Background: an optimization exercise with open tools, aiming at a short achievable clock period and few clock cycles per item. Do not read the settings as production practice. Only simulation tests tie the RTL to the original design; equivalence was not proved. No driver is modelled on the clock port, so clock power and skew are understated where the tree is cut down; a real chip needs a root buffer or a tree. Power figures rest on the tool's default switching activity, not on a simulated workload.

Setup of the baseline:
## alu_issue_ctrl
module alu_issue_ctrl
#(
    parameter int DATA_WIDTH     = alu_issue_ctrl_pkg::DATA_WIDTH_DEF,
    parameter int ALU_OPRN_WIDTH = alu_issue_ctrl_pkg::ALU_OPRN_WIDTH_DEF,
    parameter int REG_ADDR_WIDTH = alu_issue_ctrl_pkg::REG_ADDR_WIDTH_DEF
) (
    input  logic                      CLK,
    input  logic                      RST,
    input  logic                      REQ_VALID,
    output logic                      REQ_READY,
    input  logic [ALU_OPRN_WIDTH-1:0] REQ_OPRN,
    input  logic [REG_ADDR_WIDTH-1:0] REQ_RS1,
    input  logic [REG_ADDR_WIDTH-1:0] REQ_RS2,
    input  logic [REG_ADDR_WIDTH-1:0] REQ_RD,
    input  logic                      REQ_IMM_SEL,
    input  logic [DATA_WIDTH-1:0]     REQ_IMM,
    output logic [DATA_WIDTH-1:0]     ALU_OP1,
    output logic [DATA_WIDTH-1:0]     ALU_OP2,
    output logic [ALU_OPRN_WIDTH-1:0] ALU_OPRN,
    input  logic [DATA_WIDTH-1:0]     ALU_RESULT,
    output logic                      RSP_VALID,
    input  logic                      RSP_READY,
    output logic [DATA_WIDTH-1:0]     RSP_DATA,
    output logic [REG_ADDR_WIDTH-1:0] RSP_RD
);
Size: roughly 5100 cells after synthesis, ~200 I/O pins, about 69000 sq um of cells after synthesis.
Settings: LEC_CHECK=0, ABC_CLOCK_PERIOD_IN_PS=2000, CAP_MARGIN=50, CORE_MARGIN=2, CORE_UTILIZATION=40, PLACE_DENSITY=0.6, SETUP_SLACK_MARGIN=3.2, SLEW_MARGIN=70, TNS_END_PERCENT=100; clock period 5.0 ns.
standard.sh (not shown) runs the stock make flow with config.mk's settings and CLKGATE_MAP_FILE= SYNTH_SCRIPT=/design/flow/synth_recipe.tcl, a recipe that flattens the netlist after the stock synthesis.
==> flow/flow/run.sh <==
#!/bin/bash
# Standard ORFS layout with one hook before clock tree synthesis
# (flow/pre_cts.tcl): it places the output flip-flops beside their output
# buffers and builds a balanced two-level clock tree (flow/clock_tree.tcl) in
# place of the flow's clock_tree_synthesis. All tool output goes to
# orfs_make.log here and to ORFS's own logs under orfs/logs.
set -euo pipefail
here=$(pwd)
bash standard.sh PRE_CTS_TCL="$here/flow/pre_cts.tcl" finish > "$here/orfs_make.log" 2>&1
Other scripts of this flow, unchanged in this note and not shown: flow/flow/clock_tree.tcl, flow/flow/pre_cts.tcl
Testbench counts of the baseline, summed over its fixed seeds: cycles 12,032, items 12,000.
Changes in the candidate relative to the baseline:
diff --git a/flow/design.v b/flow/design.v
--- a/flow/design.v
+++ b/flow/design.v
@@ -178,66 +178,60 @@
         end else begin
             v_r1 <= accept;
             v_r2 <= v_r1;
             v_ex <= v_r2;
             w_r1 <= accept && (REQ_RD != '0);
             w_r2 <= w_r1;
             w_ex <= w_r2;
         end
     end
     logic              rsp_v_q;      
-    logic              rsp_vn_h;     
-    logic              rsp_v_h;
+    logic              rsp_v_h;      
     logic [RW-1:0]     rsp_q;
     logic [RW-1:0]     q_mem [QN];
     logic [QN-1:0]     q_rp, q_wp;   
     logic [QN-2:0]     q_cnt;        
     logic              q_nempty, load_out, q_pop, q_push;
     logic [RW-1:0]     ex_ent, q_head;
     assign ex_ent   = {ALU_RESULT, rd_ex};
     assign q_nempty = q_cnt[0];
-    assign rsp_v_h  = !rsp_vn_h;
     assign rsp_pop  = rsp_v_h && RSP_READY;
     assign load_out = !rsp_v_h || RSP_READY;
     assign q_pop    = load_out && q_nempty;
     assign q_push   = v_ex && !(load_out && !q_nempty);
     always_comb begin
         q_head = '0;
         for (int i = 0; i < QN; i++) begin
             q_head = q_head | ({RW{q_rp[i]}} & q_mem[i]);
         end
     end
-    logic [RW-1:0]     rsp_hn, rsp_new;
+    logic [RW-1:0]     rsp_h, rsp_new;
     assign rsp_new = q_nempty ? q_head : ex_ent;
     always_ff @(posedge CLK) begin
-        rsp_q <= load_out ? rsp_new : ~rsp_hn;
-        if (load_out) begin
-            rsp_hn <= ~rsp_new;
-        end
+        rsp_q <= load_out ? rsp_new : rsp_h;
+        rsp_h <= load_out ? rsp_new : rsp_q;
         for (int i = 0; i < QN; i++) begin
             if (q_wp[i]) begin
                 q_mem[i] <= ex_ent;
             end
         end
     end
     always_ff @(posedge CLK or posedge RST) begin
         if (RST) begin
-            rsp_v_q  <= 1'b0;
-            rsp_vn_h <= 1'b1;
+            rsp_v_q <= 1'b0;
+            rsp_v_h <= 1'b0;
             q_rp    <= QN'(1);
             q_wp    <= QN'(1);
             q_cnt   <= '0;
         end else begin
             rsp_v_q <= load_out ? (q_nempty || v_ex) : rsp_v_h;
-            if (load_out) begin
-                rsp_vn_h <= !(q_nempty || v_ex);
-            end
+            rsp_v_h <= load_out ? (q_nempty || v_ex) : rsp_v_q;
             if (q_pop) begin
                 q_rp <= {q_rp[QN-2:0], q_rp[QN-1]};
             end
             if (q_push) begin
                 q_wp <= {q_wp[QN-2:0], q_wp[QN-1]};
             end
             if (q_push && !q_pop) begin
                 q_cnt <= {q_cnt[QN-3:0], 1'b1};
             end else if (q_pop && !q_push) begin
                 q_cnt <= {1'b0, q_cnt[QN-2:1]};
Notes after the runs:
- Looking at the reports, the baseline completed the entire flow and the layout it produced met the timing, DRC and antenna checks.
- The candidate finished all stages; the layout is clean.
- Clock share of power sits lower in the candidate than in the baseline.
- Summary — number of distinct standard cells referenced by the synthesized netlist, the candidate relative to the baseline: higher, by about 2.3%.
- Diff the baseline -> the candidate: delay of the slowest cell on the worst path now larger; maximum frequency now smaller; register share of total power now smaller; wire length now larger.
- Worst slack after detailed placement | the candidate above the baseline
- Going from the baseline to the candidate, worst setup slack after layout shrinks by 0.035 ns.
- The starting density of the core of the baseline and that of the candidate are within noise of each other.
- Summary of the candidate over the baseline: cell area level, post-CTS setup-driven buffer insertion count grew by 110%, post-synthesis compound-gate area fraction picked up an extra 1.1 points.
Testbench counts of the candidate, summed over its fixed seeds: cycles 12,032, items 12,000.
No run of this note takes its clock network from TritonCTS; it comes from the design's own scripts or RTL.

-- static timing again, ports no longer ideal --
The results above use ideal ports. As a check the final layouts listed here were re-extracted and re-timed, cells and wires unchanged. Step 1 assumes that a clkbuf_16 drives the clock port and a buf_2 every other input. Step 2 times the ports against the registers' clock, not the clock port: input delays grow and output delays shrink by t, the midpoint of the rising clock arrivals with the driver on. a / b / c = ideal / step 1 / step 2; a / b = the first two.
run | t (ns) | setup WS [ns] | worst setup path after step 2 | clock arrival spread, ns | worst register clock-pin slew, ns
the baseline | 0.724 | 2.974 / 2.788 / 2.665 | input to register | 0.045 / 0.045 | 0.11 / 0.11
the candidate | 0.720 | 2.939 / 2.758 / 2.684 | input to register | 0.031 / 0.031 | 0.12 / 0.12
After both steps setup and hold are still met in every run listed. For the baseline, which loses most, drivers alone change the setup slack by -0.186 ns; drivers and shift together by -0.309 ns.
